From an optimization exercise on the open Yosys and OpenROAD flow, aimed at small area, a short achievable clock period and few clock cycles; shortcuts taken in it are not production practice. Only simulation tests tie the RTL to the original design; equivalence was not proved.

==> inputs of v29 <==
==> flow/design.v (excerpt) <==
module roulette_wheel_selector_top (
	input  logic        clk,
	input  logic        arst_n,
	input  logic        in_valid,
	output logic        in_ready,
	input  logic [1:0]  in_opcode,
	input  logic [7:0]  in_entry_index,
	input  logic [31:0] in_cost_value,
	input  logic [15:0] in_random_fraction,
	input  logic [8:0]  in_selection_count,
	output logic        out_valid,
	input  logic        out_ready,
	output logic [7:0]  out_selected_index,
	output logic        out_ran_past_end,
	input  logic        cfg_we,
	input  logic [0:0]  cfg_index,
	input  logic [8:0]  cfg_data
);
	localparam int BPW  = 38;           
	localparam int DK   = 4;            
	localparam int DCYC = 56 / DK;
	localparam int CAP  = 6;            
	localparam int TW   = 38;           
	localparam int MW   = 55;           
	localparam logic [1:0] OP_LOAD = 2'd0, OP_PREP = 2'd1, OP_SEL = 2'd2;
	localparam logic [1:0] PH_IDLE = 2'd0, PH_SUM = 2'd1, PH_SUMW = 2'd2, PH_MUL = 2'd3;
	localparam logic [2:0] KB_CLEAN = 3'd0, KB_DIRTY = 3'd1, KB_WALK = 3'd2,
	                       KB_SUM = 3'd3, KB_SREC = 3'd4, KB_FLUSH = 3'd5;
	logic [31:0] mem [64];
  ...
export LEC_CHECK = 0
export CAP_MARGIN = 20
export CORE_MARGIN = 2
export CORE_UTILIZATION = 40
export PLACE_DENSITY = 0.6
export SETUP_SLACK_MARGIN = 4.5
export SLEW_MARGIN = 20
create_clock -name core_clock -period 10.0 [get_ports {clk}]
run.sh (not shown) runs the stock make flow with config.mk's settings and CLKGATE_MAP_FILE= SYNTH_SCRIPT=/design/flow/synth_recipe.tcl, a recipe that flattens the netlist after the stock synthesis.
==> v36 (differences from v29) <==
--- a/flow/design.v
+++ b/flow/design.v
@@ -53,33 +53,34 @@
 	logic [1:0]  ph_q;
 	logic [2:0]  sg_q;
 	logic        div_busy_q;
 	logic [3:0]  dcnt_q;
 	logic [8:0]  dc_q;
 	logic [10:0] dc3_q;
 	logic [8:0]  rema_q, remb_q;
-	logic          m_v, m_pmul, m_clean, m_sus;
+	logic          m_v, m_pmul, m_clean, m_sus, m_ptr;
 	logic          n_v, n_clean, n_sus;
 	logic [TW-1:0] n_t;
 	logic [MW-1:0] m_s, m_c;
 	logic          b2_v, b2_sus;
 	logic [2:0]    b2_kind;
 	logic          b2_pend, b2_shadow;
 	logic [7:0]    b2_val;
 	logic          b2_rank;
-	logic [6:0]    b2_n;
+	logic [6:0]    b2_rb;           
 	logic [TW-1:0] b2_t;
 	logic [2:0]    b2_g;
 	logic [7:0]    b2_oh;           
 	logic [TW-1:0] b2_base;
 	logic [6:0]    b2_lo, b2_hi;
 	logic          c_v, c_sus, c_pend;
 	logic [2:0]    c_kind;
 	logic [2:0]    c_g;
-	logic [TW-1:0] c_base, c_d;
+	logic [TW-1:0] c_base;
+	logic [TW:0]   c_d;             
 	logic [6:0]    c_lo;
 	logic [7:0]    c_val;
 	logic [31:0]   c_w0, c_w2, c_w4, c_w6;
 	logic [32:0]   c_p01, c_p23, c_p45, c_p67;
 	logic [6:0]  f_d [CAP];
 	logic [2:0]  f_cnt;
 	logic [2:0]  o_cnt;
@@ -129,15 +130,15 @@
 		end
 	end
 	always_ff @(posedge clk) begin
 		if (do_load && r_idx_ok) mem[r_idx] <= r_cost;
 	end
 	localparam int W = TW + 2;
 	localparam logic [MW-1:0] SGN = MW'(MW'(57'h15555) << (W - 1));
-	logic [MW-1:0] rows [10];
+	logic [MW-1:0] rows [9];
 	always_comb begin
 		logic [17:0] rr;
 		logic [8:0]  neg;
 		rr = {2'b00, r_frac};
 		for (int k = 0; k < 9; k++) begin
 			logic [2:0]   t;
 			logic [W-1:0] mg, x;
@@ -148,93 +149,82 @@
 				default:                        mg = '0;
 			endcase
 			neg[k] = t[2] && (t != 3'b111);
 			x = neg[k] ? ~mg : mg;
 			rows[k] = MW'({~x[W-1], x[W-2:0]}) << (2*k);
 			if (k > 0) rows[k][2*k-2] = neg[k-1];
 		end
-		rows[9] = MW'(0) - SGN + (pmul_go ? MW'(0) : MW'(16'hFFFF));
 	end
 	function automatic logic [MW-1:0] csa_s(input logic [MW-1:0] a, b, c);
 		csa_s = a ^ b ^ c;
 	endfunction
 	function automatic logic [MW-1:0] csa_c(input logic [MW-1:0] a, b, c);
 		csa_c = ((a & b) | (a & c) | (b & c)) << 1;
 	endfunction
-	logic [MW-1:0] l1 [7];
-	logic [MW-1:0] l2 [5];
-	logic [MW-1:0] l3 [4];
-	logic [MW-1:0] l4 [3];
+	logic [MW-1:0] l1 [6];
+	logic [MW-1:0] l2 [4];
+	logic [MW-1:0] l3 [3];
 	logic [MW-1:0] red_s, red_c;
 	always_comb begin
 		l1[0] = csa_s(rows[0], rows[1], rows[2]); l1[1] = csa_c(rows[0], rows[1], rows[2]);
 		l1[2] = csa_s(rows[3], rows[4], rows[5]); l1[3] = csa_c(rows[3], rows[4], rows[5]);
 		l1[4] = csa_s(rows[6], rows[7], rows[8]); l1[5] = csa_c(rows[6], rows[7], rows[8]);
-		l1[6] = rows[9];
 		l2[0] = csa_s(l1[0], l1[1], l1[2]); l2[1] = csa_c(l1[0], l1[1], l1[2]);
 		l2[2] = csa_s(l1[3], l1[4], l1[5]); l2[3] = csa_c(l1[3], l1[4], l1[5]);
-		l2[4] = l1[6];
 		l3[0] = csa_s(l2[0], l2[1], l2[2]); l3[1] = csa_c(l2[0], l2[1], l2[2]);
 		l3[2] = l2[3];
-		l3[3] = l2[4];
-		l4[0] = csa_s(l3[0], l3[1], l3[2]); l4[1] = csa_c(l3[0], l3[1], l3[2]);
-		l4[2] = l3[3];
-		red_s = csa_s(l4[0], l4[1], l4[2]); red_c = csa_c(l4[0], l4[1], l4[2]);
+		red_s = csa_s(l3[0], l3[1], l3[2]); red_c = csa_c(l3[0], l3[1], l3[2]);
 	end
 	logic [56:0] ptr_sum;
-	logic [40:0] tsus_w;
-	logic [TW-1:0] tsus;
 	assign ptr_sum = {1'b0, ptr_q} + {1'b0, step_q};
-	assign tsus_w  = 41'(ptr_q[55:16]) + 41'(ptr_q[15:0] != 16'd0);
-	assign tsus    = (tsus_w[40:TW] != '0) ? {TW{1'b1}} : tsus_w[TW-1:0];
 	logic [MW-1:0] mx;
 	logic [TW-1:0] mt;
 	logic [6:0]    mh;
 	logic [2:0]    mgsel;
-	assign mx = m_s + m_c;
-	assign mt = mx[TW+15:16];
+	logic [MW-1:0] mk;
+	assign mk = m_ptr ? MW'(0) : (MW'(0) - SGN + (m_pmul ? MW'(0) : MW'(16'hFFFF)));
+	assign mx = m_s + m_c + mk;
+	assign mt = mx[MW-1] ? {TW{1'b1}} : mx[TW+15:16];
 	always_comb begin
 		for (int g = 0; g < 7; g++)
 			mh[g] = (3'(g) < gn) && (bp_q[g] >= n_t);
 		mgsel = gn;
 		for (int g = 6; g >= 0; g--)
 			if (mh[g]) mgsel = 3'(g);
 	end
 	logic [2:0]  bg;
-	logic [TW-1:0] bbase, bpsel, bd;
+	logic [TW-1:0] bbase, bpsel;
+	logic [TW:0]   bd;
 	logic [6:0]  blo, bhi;
 	logic        bpend, bshadow;
 	always_comb begin
 		bg      = b2_g;
 		blo     = b2_lo;
 		bhi     = b2_hi;
 		bpend   = b2_pend;
 		bshadow = b2_shadow;
 		bpsel = '0;
 		for (int g = 1; g < 8; g++)
 			if (bg == 3'(g)) bpsel = bp_q[g-1];
 		bbase = (b2_kind == KB_CLEAN || b2_kind == KB_FLUSH) ? bpsel : b2_base;
-		if (b2_kind == KB_DIRTY)
-			bd = (b2_t > bbase) ? b2_t - bbase : '0;
-		else
-			bd = b2_t - bbase;
+		bd = {1'b0, b2_t} - {1'b0, bbase};
 	end
 	function automatic logic [7:0] bmask(input logic [2:0] g, input logic [6:0] lo, hi);
 		for (int j = 0; j < 8; j++)
 			bmask[j] = ({1'b0, g, 3'(j)} >= lo) && ({1'b0, g, 3'(j)} < hi);
 	endfunction
 	logic [31:0] bw [8];
 	logic [7:0]  bval;
 	always_comb begin
 		bval = b2_val;
 		for (int j = 0; j < 8; j++) begin
 			logic [6:0] idx;
 			idx = {1'b0, bg, 3'(j)};
 			if (!bval[j])     bw[j] = '0;
-			else if (b2_rank) bw[j] = 32'(b2_n - idx);
+			else if (b2_rank) bw[j] = 32'(b2_rb - 7'(j));
 			else begin
 				bw[j] = '0;
 				for (int g = 0; g < 8; g++)
 					bw[j] = bw[j] | (mem[8*g+j] & {32{b2_oh[g]}});
 			end
 		end
 	end
@@ -252,23 +242,23 @@
 		logic [39:0] t;
 		t = a + b;
 		nonneg = !t[39];
 	endfunction
 	always_comb begin
 		logic [39:0] nd, p01, p23, p45, p67, w2, w4, w6;
 		logic [39:0] s3, c3, s5, c5;
-		nd  = ~{2'b00, c_d};
+		nd  = ~{c_d[TW], c_d};
 		p01 = 40'(c_p01); p23 = 40'(c_p23); p45 = 40'(c_p45); p67 = 40'(c_p67);
 		w2  = 40'(c_w2);  w4  = 40'(c_w4);  w6  = 40'(c_w6);
 		s3  = cs_s(p01, p23, nd);
 		c3  = cs_c(p01, p23, nd, 1'b1);
 		s5  = cs_s(s3, c3, p45);
 		c5  = cs_c(s3, c3, p45, 1'b0);
-		chit[0] = c_val[0] && (40'(c_w0) >= 40'(c_d));
-		chit[1] = c_val[1] && (40'(c_p01) >= 40'(c_d));
+		chit[0] = c_val[0] && nonneg(40'(c_w0), nd + 40'd1);
+		chit[1] = c_val[1] && nonneg(40'(c_p01), nd + 40'd1);
 		chit[2] = c_val[2] && nonneg(cs_s(p01, w2, nd), cs_c(p01, w2, nd, 1'b1));
 		chit[3] = c_val[3] && nonneg(s3, c3);
 		chit[4] = c_val[4] && nonneg(cs_s(s3, c3, w4), cs_c(s3, c3, w4, 1'b0));
 		chit[5] = c_val[5] && nonneg(s5, c5);
 		chit[6] = c_val[6] && nonneg(cs_s(s5, c5, w6), cs_c(s5, c5, w6, 1'b0));
 		chit[7] = c_val[7] && nonneg(cs_s(s5, c5, p67), cs_c(s5, c5, p67, 1'b0));
 		anyhit = |chit;
@@ -332,14 +322,24 @@
 				end
 				KB_SREC, KB_FLUSH: c_sets = 1'b1;
 				default: ;
 			endcase
 		end
 	end
 	assign push = c_done;
+	logic [2:0] cn_g;
+	logic [7:0] cn_oh, cs_oh, cn_val, cs_val;
+	logic [6:0] cn_rb, cs_rb;
+	assign cn_g   = c_g + 3'd1;
+	assign cn_oh  = 8'd1 << cn_g;
+	assign cs_oh  = 8'd1 << c_g;
+	assign cn_rb  = n7 - {1'b0, cn_g, 3'b000};
+	assign cs_rb  = n7 - {1'b0, c_g, 3'b000};
+	assign cn_val = bmask(cn_g, c_lo, n7);
+	assign cs_val = bmask(c_g, c_lo, 7'd64);
 	logic sum_issue;
 	assign sum_issue = (ph_q == PH_SUM);
 	always_ff @(posedge clk or negedge arst_n) begin
 		if (!arst_n) begin
 			m_v  <= 1'b0;
 			n_v  <= 1'b0;
 			b2_v <= 1'b0;
@@ -352,66 +352,69 @@
 			c_v  <= b2_v;
 		end
 	end
 	always_ff @(posedge clk) begin
 		m_pmul  <= pmul_go;
 		m_clean <= clean_q;
 		m_sus   <= sus;
+		m_ptr   <= sus && !pmul_go;
 		if (sus && !pmul_go) begin
-			m_s <= MW'({tsus, 16'h0000});
-			m_c <= '0;
+			m_s <= (ptr_q[55:54] != 2'b00) ? MW'({TW{1'b1}}) << 16 : MW'(ptr_q[53:0]);
+			m_c <= (ptr_q[55:54] != 2'b00) ? MW'(0) : MW'(16'hFFFF);
 		end else begin
 			m_s <= red_s;
 			m_c <= red_c;
 		end
 		b2_shadow <= 1'b0;
 		b2_rank   <= rank;
-		b2_n      <= n7;
 		b2_pend   <= 1'b0;
 		n_t     <= mt;
 		n_clean <= m_clean;
 		n_sus   <= m_sus;
 		if (n_v) b2_t <= n_t;
 		b2_sus    <= (c_walk || c_srec) ? c_sus : n_sus;
 		if (c_walk || c_srec) begin
 			b2_kind <= c_walk ? KB_WALK : KB_SREC;
-			b2_g    <= c_walk ? c_g + 3'd1 : c_g;
+			b2_g    <= c_walk ? cn_g : c_g;
 			b2_base <= c_walk ? acc : c_base;
-			b2_oh   <= 8'd1 << (c_walk ? c_g + 3'd1 : c_g);
+			b2_oh   <= c_walk ? cn_oh : cs_oh;
+			b2_rb   <= c_walk ? cn_rb : cs_rb;
 			b2_lo   <= c_lo;
 			b2_hi   <= c_walk ? n7 : {1'b0, c_g, jsel};
-			b2_val  <= c_walk ? bmask(c_g + 3'd1, c_lo, n7) : (bmask(c_g, c_lo, 7'd64) & ~(8'hFF << jsel));
+			b2_val  <= c_walk ? cn_val : (cs_val & ~(8'hFF << jsel));
 		end else if (n_v) begin
 			b2_kind <= n_clean ? KB_CLEAN : KB_DIRTY;
 			b2_g    <= n_clean ? mgsel : (n_sus ? spos_q[5:3] : 3'd0);
 			b2_oh   <= 8'd1 << (n_clean ? mgsel : (n_sus ? spos_q[5:3] : 3'd0));
+			b2_rb   <= n7 - {1'b0, (n_clean ? mgsel : (n_sus ? spos_q[5:3] : 3'd0)), 3'b000};
 			b2_base <= n_sus ? s_q : '0;
 			b2_lo   <= (!n_clean && n_sus) ? spos_q : '0;
 			b2_hi   <= n7;
 			b2_pend <= !n_clean && n_sus && (spos_q > {1'b0, nm1_q});
 			b2_val  <= n_clean ? ((mgsel != gn) ? 8'hFF : ~(8'hFE << nm1_q[2:0])) :
 			           bmask(n_sus ? spos_q[5:3] : 3'd0, (n_sus ? spos_q : 7'd0), n7);
 		end else if (sum_issue) begin
 			b2_kind <= KB_SUM;
 			b2_g    <= sg_q;
 			b2_oh   <= 8'd1 << sg_q;
+			b2_rb   <= n7 - {1'b0, sg_q, 3'b000};
 			b2_base <= s_q;
 			b2_lo   <= '0;
 			b2_hi   <= n7;
 			b2_val  <= bmask(sg_q, 7'd0, n7);
 		end else begin
 			b2_kind   <= KB_FLUSH;
 			b2_g      <= spos_q[5:3];
 			b2_oh     <= 8'd1 << spos_q[5:3];
 			b2_base   <= s_q;
 			b2_lo     <= '0;
 			b2_hi     <= spos_q;
 			b2_shadow <= 1'b1;
 			b2_rank   <= rankc_q;
-			b2_n      <= {1'b0, nm1c_q} + 7'd1;
+			b2_rb     <= {1'b0, nm1c_q} + 7'd1 - {1'b0, spos_q[5:3], 3'b000};
 			b2_val    <= ~(8'hFF << spos_q[2:0]);
 		end
 		c_kind <= b2_kind;
 		c_sus  <= b2_sus;
 		c_g    <= bg;
 		c_base <= (b2_kind == KB_SUM) ? ((b2_g == 3'd0) ? '0 : acc) : bbase;
 		c_d    <= bd;
@@ -542,16 +545,18 @@
 		end
 	end
 	always_ff @(posedge clk or negedge arst_n) begin
 		if (!arst_n) begin
 			f_cnt <= '0;
 			o_cnt <= '0;
 		end else begin
-			f_cnt <= f_cnt + 3'(push) - 3'(pop);
-			o_cnt <= o_cnt + 3'(dispatch_sel) - 3'(pop);
+			if (push && !pop) f_cnt <= f_cnt + 3'd1;
+			else if (!push && pop) f_cnt <= f_cnt - 3'd1;
+			if (dispatch_sel && !pop) o_cnt <= o_cnt + 3'd1;
+			else if (!dispatch_sel && pop) o_cnt <= o_cnt - 3'd1;
 		end
 	end
 	always_ff @(posedge clk) begin
 		for (int i = 0; i < CAP; i++) begin
 			if (push && (3'(i) == f_cnt - 3'(pop))) f_d[i] <= {c_past, c_res};
 			else if (pop) f_d[i] <= (i == CAP - 1) ? f_d[i] : f_d[(i == CAP - 1) ? i : i + 1];
 		end
==> flow/config.mk (replaced) <==
export PLATFORM = sky130hd
export DESIGN_NAME = roulette_wheel_selector_top
export DESIGN_NICKNAME = roulette_wheel_selector_top
export VERILOG_FILES = /design/flow/design.v
export SDC_FILE = /design/flow/constraint.sdc
export NUM_CORES = 4
export LEC_CHECK = 0
export CAP_MARGIN = 20
export CORE_MARGIN = 2
export CORE_UTILIZATION = 50
export CTS_CLUSTER_DIAMETER = 80
export CTS_CLUSTER_SIZE = 24
export PLACE_DENSITY = 0.65
export SETUP_SLACK_MARGIN = 5
export SLEW_MARGIN = 20
==> results_dict.tcl <==
set metrics [dict create \
    signal_buffers 691 \
    multi_input_area_share_pct 38.2 \
    final-clk-cell-share_pct 5.98 \
    grt.met3_usage_pct 3.85 \
    grtUsageMet1_pct 36.9 \
    post_cts_buffers 114 \
    status "timing/DRC/antenna clean" \
    worst_hold_slack_ns 0.327 \
    max_stage_delay_ns 0.56 \
]
That was v29.
==> results_dict.tcl <==
set metrics [dict create \
    status "timing/DRC/antenna clean" \
    post_cts_buffers 192 \
    final-clk-cell-share_pct 3.16 \
    grt.met3_usage_pct 5.86 \
    nNetsFinal 16000 \
    max_stage_delay_ns 0.55 \
    dominant_cells "flip-flops and latches" \
    multi_input_area_share_pct 40.2 \
    cts.htree.levels 4 \
    dp_hpwl_um 406000 \
    cap_violations 0 \
    synth_edf_count 2487 \
]
That was v36.
Testbench counts of v29, summed over its fixed seeds: cycles 4,620.
Testbench counts of v36, summed over its fixed seeds: cycles 4,620.

-- separate check: timing with driven ports --
No port has a modelled driver above. Below, the same layouts with a new extraction and two added sets of constraints. Step 1 sets driving cells, clkbuf_16 on the clock port and buf_2 on the other inputs (assumed; they add their load-dependent delay and slew). Step 2 moves the port delays by t, midway between the first and last clock arrival at a register: inputs arrive t later, outputs are due t later. That takes back most of the time a late clock gives input paths. Three values: no drivers, after step 1, after step 2; two values: the first two.
run	t (ns)	setup slack, ns	worst setup path at the end	latest minus earliest clock arrival (ns)	worst slew at a driven data input, ns
v29	1.075	4.229 / 4.229 / 4.229	register to register	0.088 / 0.087	0.15
v36	1.055	4.605 / 4.605 / 4.605	register to register	0.124 / 0.124	0.07
After both steps setup and hold are still met in every run listed.
